This is an optimization exercise on Yosys and OpenROAD, whose aim is a short achievable clock period and few clock cycles, not a production implementation.
Only simulation tests tie the RTL to the original design; equivalence was not proved.
No activity file was given, so power comes from the tool's default toggle rates.

==> flow/design.v <==
module mips_core (
  input  logic        CLK,
  input  logic        reset,
  output logic [31:0] imem_addr,
  input  logic [31:0] imem_data,
  output logic        wb_en,
  output logic [4:0]  wb_reg,
  output logic [31:0] wb_data,
  output logic        st_en,
  output logic [5:0]  st_addr,
  output logic [31:0] st_data
);
  logic [7:0]  pcF;                  
  logic [7:0]  pcP1;                 
  logic [7:0]  pcHold, pcP1Hold;     
  logic        eV;                   
  logic        eWe;                  
  logic [4:0]  eDest;
  logic        eLoad, eStore, eBr;
  logic        eSelAdd, eSelAnd, eSelOr, eSelSlt;
  logic        eSub;
  logic        eFast;                
  logic [31:0] eA, eB, eBalu;
  logic [7:0]  eEA;                  
  logic        ePredT, eNZ;
  logic [7:0]  ePcP1, eTgt, eTgtP1;   
  logic [7:0]  eRecov, eRecovP1;      
  logic        wbEn;
  logic [4:0]  wbReg;
  logic [31:0] wbData;
  logic        sEn;
  logic [5:0]  sAddr;
  logic [31:0] sData;
  logic [32*32-1:0] rf;
  logic [64*32-1:0] dmem;
  logic        mispE;
  logic        stallF;
  logic [31:0] aE, bE, baluE;         
  logic [31:0] bxE, sumE;
  logic [31:0] resE;                  
  assign imem_addr = {22'd0, pcF, 2'b00};
  logic [7:0]  pcP1F, tgtF, tgtP1F;
  logic        predTF;
  assign pcP1F  = pcP1;
  assign tgtF   = pcP1 + imem_data[7:0];
  assign tgtP1F = (pcP1 + 8'd1) + imem_data[7:0];
  logic [7:0]  pcBaseF, pcAltF, pcBaseP1F, pcAltP1F;
  assign pcBaseF   = mispE ? eRecov   : stallF ? pcHold : pcP1;
  assign pcAltF    = mispE ? eRecov   : tgtF;
  assign pcBaseP1F = mispE ? eRecovP1 : stallF ? pcP1Hold : pcP1 + 8'd1;
  assign pcAltP1F  = mispE ? eRecovP1 : tgtP1F;
  always_ff @(posedge CLK or negedge reset) begin
    if (!reset) begin
      pcF  <= '0;
      pcP1 <= 8'd1;
    end else begin
      pcF  <= predTF ? pcAltF   : pcBaseF;
      pcP1 <= predTF ? pcAltP1F : pcBaseP1F;
    end
  end
  always_ff @(posedge CLK) begin
    pcHold   <= predTF ? pcAltF   : pcBaseF;
    pcP1Hold <= predTF ? pcAltP1F : pcBaseP1F;
  end
  logic [5:0]  opD, fnD;
  logic [4:0]  rsD, rtD, rdD;
  logic [31:0] simmD;
  assign opD   = imem_data[31:26];
  assign rsD   = imem_data[25:21];
  assign rtD   = imem_data[20:16];
  assign rdD   = imem_data[15:11];
  assign fnD   = imem_data[5:0];
  assign simmD = {{16{imem_data[15]}}, imem_data[15:0]};
  logic regWD, useImmD, loadD, storeD, brD;
  logic selAddD, selAndD, selOrD, selSltD, subD;
  logic [4:0] destD;
  always_comb begin
    regWD   = 1'b0;
    useImmD = 1'b0;
    loadD   = 1'b0;
    storeD  = 1'b0;
    brD     = 1'b0;
    selAddD = 1'b0;
    selAndD = 1'b0;
    selOrD  = 1'b0;
    selSltD = 1'b0;
    subD    = 1'b0;
    destD   = rtD;
    case (opD)
      6'h00: begin
        destD = rdD;
        case (fnD)
          6'h20: begin regWD = 1'b1; selAddD = 1'b1; end
          6'h22: begin regWD = 1'b1; selAddD = 1'b1; subD = 1'b1; end
          6'h24: begin regWD = 1'b1; selAndD = 1'b1; end
          6'h25: begin regWD = 1'b1; selOrD  = 1'b1; end
          6'h2A: begin regWD = 1'b1; selSltD = 1'b1; subD = 1'b1; end
          default: ;
        endcase
      end
      6'h08: begin regWD = 1'b1; useImmD = 1'b1; selAddD = 1'b1; end
      6'h23: begin regWD = 1'b1; useImmD = 1'b1; loadD = 1'b1; end
      6'h2B: begin storeD = 1'b1; useImmD = 1'b1; end
      6'h04: brD = 1'b1;
      default: ;
    endcase
  end
  logic weD;
  assign weD = regWD && (destD != 5'd0);
  logic [31:0] opAD, opBD;
  assign opAD = rf[rsD*32 +: 32];
  assign opBD = rf[rtD*32 +: 32];
  logic fAD, fBD;
  assign fAD = eWe && (eDest == rsD);
  assign fBD = eWe && (eDest == rtD);
  logic [3:0]  lowE;            
  assign lowE = (eSelAdd ? aE[3:0] + bxE[3:0] + {3'd0, eSub} : 4'd0)
              | (eSelAnd ? aE[3:0] & baluE[3:0] : 4'd0)
              | (eSelOr  ? aE[3:0] | baluE[3:0] : 4'd0);
  logic eqLowF, eqLowAF, eqLowBF;
  assign eqLowF  = (opAD[3:0] == opBD[3:0]);
  assign eqLowAF = eFast && (lowE == opAD[3:0]);
  assign eqLowBF = eFast && (lowE == opBD[3:0]);
  assign predTF = (opD == 6'h04)
               && ((rsD == rtD)
                || (!fAD && !fBD && eqLowF)
                || (fBD && eqLowAF)
                || (fAD && eqLowBF)
                || ((fAD || fBD) && !eFast && imem_data[15]));
  assign stallF = (loadD || storeD) && fAD;
  logic vNextE;
  assign vNextE = !mispE && !stallF;
  always_ff @(posedge CLK or negedge reset) begin
    if (!reset) begin
      eV      <= 1'b0;
      eWe     <= 1'b0;
      eDest   <= '0;
      eLoad   <= 1'b0;
      eStore  <= 1'b0;
      eBr     <= 1'b0;
      eSelAdd <= 1'b0;
      eSelAnd <= 1'b0;
      eSelOr  <= 1'b0;
      eSelSlt <= 1'b0;
      eSub    <= 1'b0;
      eFast   <= 1'b0;
      eA      <= '0;
      eB      <= '0;
      eBalu   <= '0;
      eEA     <= '0;
      ePredT  <= 1'b0;
      eNZ     <= 1'b0;
      ePcP1   <= '0;
      eTgt    <= '0;
      eTgtP1  <= '0;
    end else begin
      eV      <= vNextE;
      eWe     <= vNextE && weD;
      eDest   <= destD;
      eLoad   <= loadD;
      eStore  <= vNextE && storeD;
      eBr     <= vNextE && brD;
      eSelAdd <= selAddD;
      eSelAnd <= selAndD;
      eSelOr  <= selOrD;
      eSelSlt <= selSltD;
      eSub    <= subD;
      eFast   <= selAddD | selAndD | selOrD;
      eA      <= fAD ? resE : opAD;
      eB      <= fBD ? resE : opBD;
      eBalu   <= useImmD ? simmD : fBD ? resE : opBD;
      eEA     <= opAD[7:0] + imem_data[7:0];
      ePredT  <= predTF;
      eNZ     <= (imem_data[7:0] != 8'd0);
      ePcP1   <= pcP1F;
      eTgt    <= tgtF;
      eTgtP1  <= tgtP1F;
    end
  end
  assign aE    = eA;
  assign bE    = eB;
  assign baluE = eBalu;
  logic        ltE;
  assign bxE  = baluE ^ {32{eSub}};
  assign sumE = aE + bxE + {31'd0, eSub};
  assign ltE  = (aE[31] != baluE[31]) ? aE[31] : sumE[31];
  logic [7:0] eaE;
  logic [5:0] wordE;
  assign eaE   = eEA;
  assign wordE = eaE[7:2];
  logic [31:0] ldE;
  assign ldE = dmem[wordE*32 +: 32];
  assign resE = ({32{eSelAdd}} & sumE)
              | ({32{eSelAnd}} & (aE & baluE))
              | ({32{eSelOr}}  & (aE | baluE))
              | {31'd0, eSelSlt & ltE}
              | ({32{eLoad}}   & ldE);
  assign eRecov   = ePredT ? ePcP1 : eTgt;
  assign eRecovP1 = ePredT ? ePcP1 + 8'd1 : eTgtP1;
  logic eqE;
  assign eqE   = (aE == bE);
  assign mispE = eBr && eNZ && (eqE != ePredT);
  for (genvar i = 0; i < 64; i++) begin : g_dmem
    always_ff @(posedge CLK or negedge reset) begin
      if (!reset) begin
        dmem[i*32 +: 32] <= '0;
      end else if (eStore && wordE == i) begin
        dmem[i*32 +: 32] <= bE;
      end
    end
  end
  always_ff @(posedge CLK or negedge reset) begin
    if (!reset) begin
      wbEn   <= 1'b0;
      sEn   <= 1'b0;
    end else begin
      wbEn   <= eWe;
      sEn   <= eStore;
    end
  end
  always_ff @(posedge CLK) begin
    wbReg  <= eDest;
    wbData <= resE;
    sAddr  <= wordE;
    sData  <= bE;
  end
  assign rf[31:0] = '0;
  for (genvar i = 1; i < 32; i++) begin : g_rf
    always_ff @(posedge CLK or negedge reset) begin
      if (!reset) begin
        rf[i*32 +: 32] <= '0;
      end else if (eWe && eDest == i) begin
        rf[i*32 +: 32] <= resE;
      end
    end
  end
  assign wb_en   = wbEn;
  assign wb_reg  = wbReg;
  assign wb_data = wbData;
  assign st_en   = sEn;
  assign st_addr = sAddr;
  assign st_data = sData;
endmodule
Settings: LEC_CHECK=0, ABC_AREA=1, ABC_CLOCK_PERIOD_IN_PS=3000, CAP_MARGIN=20, CORE_MARGIN=2, CORE_UTILIZATION=40, SLEW_MARGIN=20, TNS_END_PERCENT=30; clock period 10.0 ns.
standard.sh (not shown) runs the stock make flow with config.mk's settings and CLKGATE_MAP_FILE= SYNTH_SCRIPT=/design/flow/synth_recipe.tcl, a recipe that flattens the netlist after the stock synthesis.
==> flow/flow/run.sh <==
#!/bin/bash
set -euo pipefail
export SETUP_SLACK_MARGIN=6.8
bash standard.sh synth > synth.log 2>&1
bash standard.sh > layout.log 2>&1
The baseline completed without violations.
Testbench counts at the start, summed over its fixed seeds: cycles 106,258.
Edit:
--- a/flow/design.v
+++ b/flow/design.v
@@ -10,11 +10,10 @@
   output logic [5:0]  st_addr,
   output logic [31:0] st_data
 );
   logic [7:0]  pcF;                  
   logic [7:0]  pcP1;                 
-  logic [7:0]  pcHold, pcP1Hold;     
   logic        eV;                   
   logic        eWe;                  
   logic [4:0]  eDest;
   logic        eLoad, eStore, eBr;
   logic        eSelAdd, eSelAnd, eSelOr, eSelSlt;
@@ -23,10 +22,12 @@
   logic [31:0] eA, eB, eBalu;
   logic [7:0]  eEA;                  
   logic        ePredT, eNZ;
   logic [7:0]  ePcP1, eTgt, eTgtP1;   
   logic [7:0]  eRecov, eRecovP1;      
+  logic [31:0] wRes;
+  logic [31:1] wSel;                 
   logic        wbEn;
   logic [4:0]  wbReg;
   logic [31:0] wbData;
   logic        sEn;
   logic [5:0]  sAddr;
@@ -43,26 +44,22 @@
   logic        predTF;
   assign pcP1F  = pcP1;
   assign tgtF   = pcP1 + imem_data[7:0];
   assign tgtP1F = (pcP1 + 8'd1) + imem_data[7:0];
   logic [7:0]  pcBaseF, pcAltF, pcBaseP1F, pcAltP1F;
-  assign pcBaseF   = mispE ? eRecov   : stallF ? pcHold : pcP1;
+  assign pcBaseF   = mispE ? eRecov   : stallF ? pcP1 - 8'd1 : pcP1;
   assign pcAltF    = mispE ? eRecov   : tgtF;
-  assign pcBaseP1F = mispE ? eRecovP1 : stallF ? pcP1Hold : pcP1 + 8'd1;
+  assign pcBaseP1F = mispE ? eRecovP1 : stallF ? pcP1 : pcP1 + 8'd1;
   assign pcAltP1F  = mispE ? eRecovP1 : tgtP1F;
   always_ff @(posedge CLK or negedge reset) begin
     if (!reset) begin
       pcF  <= '0;
       pcP1 <= 8'd1;
     end else begin
       pcF  <= predTF ? pcAltF   : pcBaseF;
       pcP1 <= predTF ? pcAltP1F : pcBaseP1F;
     end
-  end
-  always_ff @(posedge CLK) begin
-    pcHold   <= predTF ? pcAltF   : pcBaseF;
-    pcP1Hold <= predTF ? pcAltP1F : pcBaseP1F;
   end
   logic [5:0]  opD, fnD;
   logic [4:0]  rsD, rtD, rdD;
   logic [31:0] simmD;
   assign opD   = imem_data[31:26];
@@ -105,13 +102,18 @@
       default: ;
     endcase
   end
   logic weD;
   assign weD = regWD && (destD != 5'd0);
+  logic [32*32-1:0] rfb;
+  assign rfb[31:0] = '0;
+  for (genvar i = 1; i < 32; i++) begin : g_rfb
+    assign rfb[i*32 +: 32] = wSel[i] ? wRes : rf[i*32 +: 32];
+  end
   logic [31:0] opAD, opBD;
-  assign opAD = rf[rsD*32 +: 32];
-  assign opBD = rf[rtD*32 +: 32];
+  assign opAD = rfb[rsD*32 +: 32];
+  assign opBD = rfb[rtD*32 +: 32];
   logic fAD, fBD;
   assign fAD = eWe && (eDest == rsD);
   assign fBD = eWe && (eDest == rtD);
   logic [3:0]  lowE;            
   assign lowE = (eSelAdd ? aE[3:0] + bxE[3:0] + {3'd0, eSub} : 4'd0)
@@ -209,13 +211,17 @@
       end
     end
   end
   always_ff @(posedge CLK or negedge reset) begin
     if (!reset) begin
+      wRes   <= '0;
+      wSel   <= '0;
       wbEn   <= 1'b0;
       sEn   <= 1'b0;
     end else begin
+      wRes   <= resE;
+      for (int k = 1; k < 32; k++) wSel[k] <= eWe && (eDest == k);
       wbEn   <= eWe;
       sEn   <= eStore;
     end
   end
   always_ff @(posedge CLK) begin
@@ -227,12 +233,12 @@
   assign rf[31:0] = '0;
   for (genvar i = 1; i < 32; i++) begin : g_rf
     always_ff @(posedge CLK or negedge reset) begin
       if (!reset) begin
         rf[i*32 +: 32] <= '0;
-      end else if (eWe && eDest == i) begin
-        rf[i*32 +: 32] <= resE;
+      end else if (wSel[i]) begin
+        rf[i*32 +: 32] <= wRes;
       end
     end
   end
   assign wb_en   = wbEn;
   assign wb_reg  = wbReg;
- The changed run finished clean
- non-clock buffer count came out lower by 32
- total power grows by about 1.7%
- core utilization is lower by 1.0 points
- global-route usage came out higher by 0.88 points
- synthesized area went up by about 1.2%
- cell count went up by 1.8%
Testbench counts after the change, summed over its fixed seeds: cycles 106,258.

separate check: timing with driven ports:
Ports are ideal in the flow. The routed layouts listed here were re-timed in OpenROAD.
Step 1 assumes that a clkbuf_16 drives the clock port and a buf_2 every other input.
Step 2, shift: input delay + t, output delay - t, t = (earliest + latest rising clock arrival at the registers) / 2. This alone moves slack from input paths to output paths.
Three values: ideal, step 1, step 2; two values: the first two.
run	t (ns)	slack for setup (ns)	hold slack, ns	worst slew at a driven data input, ns
the first run	1.101	6.330 / 6.150 / 5.049	0.397 / 0.397 / 0.397	0.51
the second run	1.079	6.249 / 6.036 / 4.957	0.383 / 0.383 / 0.383	0.59
After both steps every run listed still meets setup and hold. For the second run, which loses most, drivers alone change the setup slack by -0.213 ns; drivers and shift together by -1.292 ns.
